Background: an optimization exercise with open tools, aiming at small area. Do not read the settings as production practice. Only simulation tests tie the RTL to the original design; equivalence was not proved. The clock port is modelled as an ideal driver; clocking choices that lean on that would not hold on a real chip. Power is estimated from default activity; no workload was simulated.

## south
==> flow/design.v (excerpt) <==
module bicubic_scaler (
    input  logic        CLK,
    input  logic        RST,
    input  logic        start,
    input  logic [6:0]  v0,
    input  logic [6:0]  h0,
    input  logic [4:0]  sw,
    input  logic [5:0]  sh,
    input  logic [5:0]  tw,
    input  logic [7:0]  src_data,
    output logic        src_rd,
    output logic [13:0] src_addr,
    output logic        dst_we,
    output logic [11:0] dst_addr,
    output logic [7:0]  dst_data,
    output logic        done
);
==> flow/config.mk <==
export PLATFORM = sky130hd
export DESIGN_NAME = bicubic_scaler
export DESIGN_NICKNAME = bicubic_scaler
export VERILOG_FILES = /design/flow/design.v
export SDC_FILE = /design/flow/constraint.sdc
export NUM_CORES = 4
export LEC_CHECK = 0
export CAP_MARGIN = 20
export CORE_MARGIN = 2
export CORE_UTILIZATION = 60
export GPL_TIMING_DRIVEN = 0
export SLEW_MARGIN = 20
==> flow/constraint.sdc <==
create_clock -name core_clock -period 15.0 [get_ports {CLK}]
set_input_delay 3.0000 -clock core_clock [delete_from_list [all_inputs] [get_ports {CLK}]]
set_output_delay 3.0000 -clock core_clock [all_outputs]
set_load 0.01 [all_outputs]
standard.sh (not shown) runs the stock make flow with config.mk's settings and CLKGATE_MAP_FILE= SYNTH_SCRIPT=/design/flow/synth_recipe.tcl, a recipe that flattens the netlist after the stock synthesis.
==> flow/flow/run.sh <==
#!/bin/bash
# Layout flow: the standard flow, with these changes to the cells it picks:
#  - after the standard synthesis (bash standard.sh synth, unchanged), the
#    combinational cells of its netlist (half adders and the full adders
#    outside the kernel's multipliers included) are re-mapped for area by
#    Yosys/ABC (flow/remap.py). Flip-flops and tie cells are left as they
#    are, so the registers keep their names, cells and connections. The
#    new netlist is proven equivalent to the standard one by Yosys; if that
#    fails, the standard netlist is used unchanged;
#  - the input and output ports are buffered with buf_1 instead of the buffer
#    buffer_ports picks by default (clkdlybuf4s50_1, 2.7x the area);
#  - clock tree synthesis runs with ORFS's usual arguments, clock buffers from
#    clkbuf_4 instead of clkbuf_16, and -dont_use_dummy_load; afterwards
#    (flow/post_cts.tcl) each clock buffer whose flip-flop loads see more than
#    105 ps of slew is upsized to clkbuf_8.
# Each tool's output goes to a log in the work folder (standard_synth.log,
# remap/*.log, standard.log); ORFS also keeps each step's log under orfs/logs.
set -euo pipefail
export BUFFER_PORTS_ARGS="-buffer_cell sky130_fd_sc_hd__buf_1"
export CTS_ARGS="-sink_clustering_enable -repair_clock_nets -dont_use_dummy_load -buf_list sky130_fd_sc_hd__clkbuf_4"
export POST_CTS_TCL="$PWD/flow/post_cts.tcl"
bash standard.sh synth > standard_synth.log 2>&1
R="orfs/results/${FLOW_PLATFORM}/bicubic_scaler/base"
mkdir -p remap
cp "$R/1_2_yosys.v" remap/std.v
if python3 flow/remap.py remap/std.v remap/remapped.v "$FLOW_TOP" remap > remap/remap_py.log 2>&1; then
  cp remap/remapped.v "$R/1_2_yosys.v"
  echo "re-mapped netlist used" > remap/result.txt
else
  echo "re-mapping failed or not proven: standard netlist used" > remap/result.txt
fi
# the netlist is now newer than 1_synth.odb, so make rebuilds it from there on
touch "$R/1_2_yosys.v"
bash standard.sh > standard.log 2>&1
Other scripts of this flow, unchanged in this note and not shown: flow/flow/dontuse.txt, flow/flow/post_cts.tcl, flow/flow/remap.py
Both conditions hold for south: the flow ran to the end and the final layout passed the timing, DRC and antenna checks.
## Diff of input files: middle against south
-- flow/design.v --
<<< south, line 49
    logic        y1, y2;
    logic [2:0]  g;
    logic        sb;
    logic [6:0]  cnt_inc, tcol, koff, badd, minu, addb, diff;
    logic [11:0] rc_inc;
>>> middle, line 49
    logic        y1, y2;
    logic [2:0]  g;
    logic        cb;        
    logic [6:0]  cnt_inc, tcol, koff, badd, minu, addb, diff;
    logic [11:0] rc_inc;
<<< south, line 180
            7'd64: dig = 4'h0;
            7'd65: dig = 4'h0;
            7'd66: dig = 4'hf;
            7'd67: dig = 4'hf;
            7'd68: dig = 4'h0;
            7'd69: dig = 4'h0;
            7'd70: dig = 4'hf;
            7'd71: dig = 4'hf;
            7'd72: dig = 4'h1;
            7'd73: dig = 4'h1;
            7'd74: dig = 4'h0;
            7'd75: dig = 4'h0;
            7'd76: dig = 4'h1;
            7'd77: dig = 4'h1;
            7'd78: dig = 4'h0;
            7'd79: dig = 4'h0;
            7'd80: dig = 4'h0;
            7'd81: dig = 4'h0;
            7'd82: dig = 4'hf;
            7'd83: dig = 4'hf;
            7'd84: dig = 4'h0;
            7'd85: dig = 4'h0;
            7'd86: dig = 4'hf;
            7'd87: dig = 4'hf;
            7'd88: dig = 4'h1;
            7'd89: dig = 4'h1;
            7'd90: dig = 4'h0;
            7'd91: dig = 4'h0;
            7'd92: dig = 4'h1;
            7'd93: dig = 4'h1;
            7'd94: dig = 4'h0;
            7'd95: dig = 4'h0;
>>> middle, line 180
            7'd64: dig = 4'h0;
            7'd65: dig = 4'h0;
            7'd66: dig = 4'h0;
            7'd67: dig = 4'h0;
            7'd68: dig = 4'h0;
            7'd69: dig = 4'h0;
            7'd70: dig = 4'h0;
            7'd71: dig = 4'h0;
            7'd72: dig = 4'h0;
            7'd73: dig = 4'h0;
            7'd74: dig = 4'h0;
            7'd75: dig = 4'h0;
            7'd76: dig = 4'h0;
            7'd77: dig = 4'h0;
            7'd78: dig = 4'h0;
            7'd79: dig = 4'h0;
            7'd80: dig = 4'h0;
            7'd81: dig = 4'h0;
            7'd82: dig = 4'h0;
            7'd83: dig = 4'h0;
            7'd84: dig = 4'h0;
            7'd85: dig = 4'h0;
            7'd86: dig = 4'h0;
            7'd87: dig = 4'h0;
            7'd88: dig = 4'h0;
            7'd89: dig = 4'h0;
            7'd90: dig = 4'h0;
            7'd91: dig = 4'h0;
            7'd92: dig = 4'h0;
            7'd93: dig = 4'h0;
            7'd94: dig = 4'h0;
            7'd95: dig = 4'h0;
<<< south, line 245
        endcase
    end
    assign gq = (first & (win != 2'd3)) ? {3{(win == 2'd1) & ad}} : g;
    bs_rca #(4) u_gen (.a(dig), .b({gq[2], gq}), .ci(1'b0), .s(gsum), .co(gco));
    assign gbit = gsum[0];
>>> middle, line 245
        endcase
    end
    assign gq = (first & (win == 2'd0)) ? 3'd0 : g;
    bs_rca #(4) u_gen (.a(dig), .b({gq[2], gq}), .ci(1'b0), .s(gsum), .co(gco));
    assign gbit = gsum[0];
<<< south, line 251
        g <= gsum[3:1];
        if (cnt[3:0] == 4'd15) begin
            if (win == 2'd1) sb <= gbit;
        end
    end
>>> middle, line 251
        g <= gsum[3:1];
        if (cnt[3:0] == 4'd15) begin
        end
    end
<<< south, line 258
    logic [14:0] u1, u2, u3;
    logic        o1, o2, o3;
    assign bin = running & ((win == 2'd1) ? gbit : (win[1] ? sb : 1'b0));
    assign cin = running & win[1] & gbit;
    assign din = running & (win == 2'd3) & (first | ((cnt[3:0] >= 4'd1) & (cnt[3:0] <= 4'd8) & t1[7]));
    assign r2 = running & y1;
>>> middle, line 257
    logic [14:0] u1, u2, u3;
    logic        o1, o2, o3;
    assign bin = running & (win != 2'd0) & gbit;
    logic cbi, cbit, c0, c2;
    assign c0   = b0 & (win == 2'd2);
    assign c2   = b2 & (win == 2'd2);
    assign cbi  = (first & (win == 2'd2)) | cb;
    assign cbit = c2 ^ ~c0 ^ cbi;
    always_ff @(posedge CLK)
        cb <= (c2 & ~c0) | (c2 & cbi) | (~c0 & cbi);
    assign cin = running & win[1] & cbit;
    assign din = running & (win == 2'd3) & (first | ((cnt[3:0] >= 4'd1) & (cnt[3:0] <= 4'd8) & t1[7]));
    assign r2 = running & y1;
[summary]
Looking at south and middle, the number of nets still failing antenna checks after routing is a wash.
In summary, middle completed successfully, with a layout that passed the timing, DRC and antenna checks.
south: no failed stages, no open violations at the end
Tightest hold margin, south and middle: larger value in south
As far as synthesis-to-layout area growth is concerned, middle and south perform about the same.
The power of the clock network number comes out higher for south vs middle.
Changes observed in middle relative to south: cell count along the critical path went down, wire length of the first global-routing pass went up, non-clock buffer total of the final layout went up, routability congestion estimate from global placement went down.


the baseline:
bicubic_scaler, a different RTL version from the one above (not shown whole).
Size: roughly 79 I/O pins, ~7700 µm² of cells after synthesis.
Settings: LEC_CHECK=0, CAP_MARGIN=20, CORE_MARGIN=2, CORE_UTILIZATION=40, SLEW_MARGIN=20; clock period 15.0 ns.
==> flow/flow/run.sh <==
#!/bin/bash
# Layout flow: the standard flow, with these changes to the cells it picks:
#  - after the standard synthesis (bash standard.sh synth, unchanged), the
#    combinational cells of its netlist (half adders included) are re-mapped for area by Yosys/ABC
#    (flow/remap.py). Flip-flops, full adders and tie cells are left as
#    they are, so the registers keep their names, cells and connections. The
#    new netlist is proven equivalent to the standard one by Yosys; if that
#    fails, the standard netlist is used unchanged;
#  - the input and output ports are buffered with buf_1 instead of the buffer
#    buffer_ports picks by default (clkdlybuf4s50_1, 2.7x the area);
#  - clock tree synthesis runs with ORFS's usual arguments, clock buffers from
#    clkbuf_4 instead of clkbuf_16, and -dont_use_dummy_load; afterwards
#    (flow/post_cts.tcl) each clock buffer whose flip-flop loads see more than
#    110 ps of slew is upsized to clkbuf_8.
# Each tool's output goes to a log in the work folder (standard_synth.log,
# remap/*.log, standard.log); ORFS also keeps each step's log under orfs/logs.
set -euo pipefail
export BUFFER_PORTS_ARGS="-buffer_cell sky130_fd_sc_hd__buf_1"
export CTS_ARGS="-sink_clustering_enable -repair_clock_nets -dont_use_dummy_load -buf_list sky130_fd_sc_hd__clkbuf_4"
export POST_CTS_TCL="$PWD/flow/post_cts.tcl"
bash standard.sh synth > standard_synth.log 2>&1
R="orfs/results/${FLOW_PLATFORM}/bicubic_scaler/base"
mkdir -p remap
cp "$R/1_2_yosys.v" remap/std.v
if python3 flow/remap.py remap/std.v remap/remapped.v "$FLOW_TOP" remap > remap/remap_py.log 2>&1; then
  cp remap/remapped.v "$R/1_2_yosys.v"
  echo "re-mapped netlist used" > remap/result.txt
else
  echo "re-mapping failed or not proven: standard netlist used" > remap/result.txt
fi
# the netlist is now newer than 1_synth.odb, so make rebuilds it from there on
touch "$R/1_2_yosys.v"
bash standard.sh > standard.log 2>&1
Other scripts of this flow, unchanged in this note and not shown: flow/flow/dontuse.txt, flow/flow/post_cts.tcl, flow/flow/remap.py
The baseline went all the way through the flow, and no timing, DRC or antenna check failed.
[inputs] the candidate vs the baseline
--- a/flow/design.v
+++ b/flow/design.v
@@ -46,24 +46,25 @@
     logic [14:0] x;
     logic [7:0]  t0, t1, t2;
     logic [14:0] p1, p2, p3;
     logic        y1, y2;
     logic [2:0]  g;
     logic        sb, sc;
     logic [6:0]  cnt_inc, tcol, koff, badd, minu, addb, diff;
-    logic [5:0]  col_inc, rows_dec, dd_in;
+    logic [11:0] rc_inc;
+    logic [5:0]  dd_in;
     logic [4:0]  sm_in;
     logic [11:0] dst_inc;
     logic [13:0] addr_sum;
-    logic        ge, last_col, dst_wrap, addm, backm, xen, dsel, step100;
+    logic        ge, last_col, last_pix, dst_wrap, addm, backm, xen, dsel, step100;
     logic        nc0, nc1, nc2, nc3, nc4, nc5, nc6;
     bs_rca #(7)  u_cnt  (.a(cnt),      .b(7'd0),          .ci(1'b1),  .s(cnt_inc),  .co(nc0));
     bs_rca #(7)  u_tcol (.a(colp),     .b(koff),          .ci(1'b0),  .s(tcol),     .co(nc1));
-    bs_rca #(6)  u_col  (.a(col),      .b(6'd0),          .ci(1'b1),  .s(col_inc),  .co(last_col));
-    bs_rca #(6)  u_rows (.a(rows),     .b(6'h3f),         .ci(1'b0),  .s(rows_dec), .co(nc2));
+    bs_rca #(12) u_rc   (.a({rows, col}), .b(12'd0),      .ci(1'b1),  .s(rc_inc),   .co(last_pix));
+    assign last_col = &col;
     bs_rca #(12) u_dst  (.a(dst_cnt),  .b(12'd0),         .ci(1'b1),  .s(dst_inc),  .co(dst_wrap));
     bs_rca #(12) u_addr (.a(row_base), .b({7'd0, badd[6:2]}), .ci(1'b0), .s(addr_sum[13:2]), .co(nc3));
     assign addr_sum[1:0] = badd[1:0];
     bs_rca #(7)  u_sub  (.a(minu),     .b(addb),          .ci(~addm | backm), .s(diff), .co(ge));
     bs_rca #(6)  u_twm1 (.a(tw),       .b(6'h3f),         .ci(1'b0),  .s(dd_in),    .co(nc4));
     bs_rca #(5)  u_swm1 (.a(sw),       .b(5'h1f),         .ci(1'b0),  .s(sm_in),    .co(nc5));
     assign addm  = (cnt == 7'd89);
@@ -275,39 +276,39 @@
         y2  <= u2[0];
     end
     assign dst_data = f ? {8{~t0[7]}} : t0;
     always_ff @(posedge CLK) begin
         if (xen)
             x <= {x[13:0], ge};
     end
-    logic last_row;
-    assign last_row = (rows == 6'd1);
     assign dst_addr = dst_cnt;
     assign dst_we   = (state == S_PIX) && (cnt == 7'd89);
-    assign done     = dst_we && last_col && last_row;
+    assign done     = dst_we && last_pix;
     always_ff @(posedge CLK) begin
         cnt <= cnt_inc;
         if (RST) begin
             state <= S_IDLE;
         end else if (start) begin
             colp     <= h0;
             sm       <= sm_in;
             dd       <= dd_in;
-            rows     <= sh;
+            rows     <= ~sh;      
             row_base <= '0;
             dst_cnt  <= {5'h1f, ~v0};
-            col      <= ~dd_in;
+            col      <= 6'h3f;
             rem      <= '0;
             state    <= S_INIT;
         end else begin
             case (state)
                 S_IDLE: ;
                 S_INIT: begin
                     dst_cnt <= dst_inc;
                     if (dst_wrap) begin
+                        rows  <= rc_inc[11:6];
+                        col   <= ~dd;
                         cnt   <= 7'd7;
                         state <= S_PIX;
                     end else begin
                         row_base <= addr_sum[13:2];
                     end
                 end
                 S_SUB: begin
@@ -319,26 +320,26 @@
                         state <= S_PIX;
                     end
                 end
                 default: begin   
                     if (cnt == 7'd89) begin
                         dst_cnt <= dst_inc;
                         if (last_col) begin
-                            if (last_row) begin
+                            if (last_pix) begin
                                 state <= S_IDLE;
                             end else begin
-                                rows     <= rows_dec;
+                                rows     <= rc_inc[11:6];
                                 row_base <= addr_sum[13:2];
                                 col      <= ~dd;
                                 rem      <= '0;
                                 colp     <= diff;     
                                 cnt      <= 7'd7;
                             end
                         end else begin
-                            col   <= col_inc;
+                            col   <= rc_inc[5:0];
                             rem   <= diff;
                             state <= S_SUB;
                         end
                     end
                 end
             endcase
         end
Notes after the runs:
The candidate: done, clean on timing, DRC and antenna
Compare the baseline and the candidate | pin count of the biggest net entering global routing higher: the baseline
Comparing the two runs side by side, the candidate comes out ahead of the baseline on register-to-register slack.
Routability congestion estimate from global placement, the baseline and the candidate: larger value in the baseline
On total vias in the final route: between the baseline and the candidate, it ends up higher for the baseline.
Comparing the baseline with the candidate, the die area came out essentially unchanged.

## afterwards: timing with drivers on the ports
The results above use ideal ports. As a check the final layouts listed here were re-extracted and re-timed, cells and wires unchanged. Step 1 sets driving cells, clkbuf_16 on the clock port and buf_2 on the other inputs (assumed; they add their load-dependent delay and slew). Step 2 also shifts input and output timing later by t, the mid clock arrival at the registers, as if the neighbouring blocks saw the same clock. a / b / c = ideal ports / drivers / drivers and shift; a / b = the first two.
| run | t, ns | slack for setup (ns) | clock arrival spread, ns |
|---|---|---|---|
| south | 0.465 | 4.513 / 4.528 / 4.063 | 0.040 / 0.039 |
| middle | 0.469 | 4.737 / 4.752 / 4.283 | 0.035 / 0.035 |
| the baseline | 0.467 | 4.234 / 4.251 / 3.784 | 0.038 / 0.038 |
| the candidate | 0.466 | 4.329 / 4.341 / 3.875 | 0.035 / 0.035 |
After both steps setup and hold are still met in every run listed.
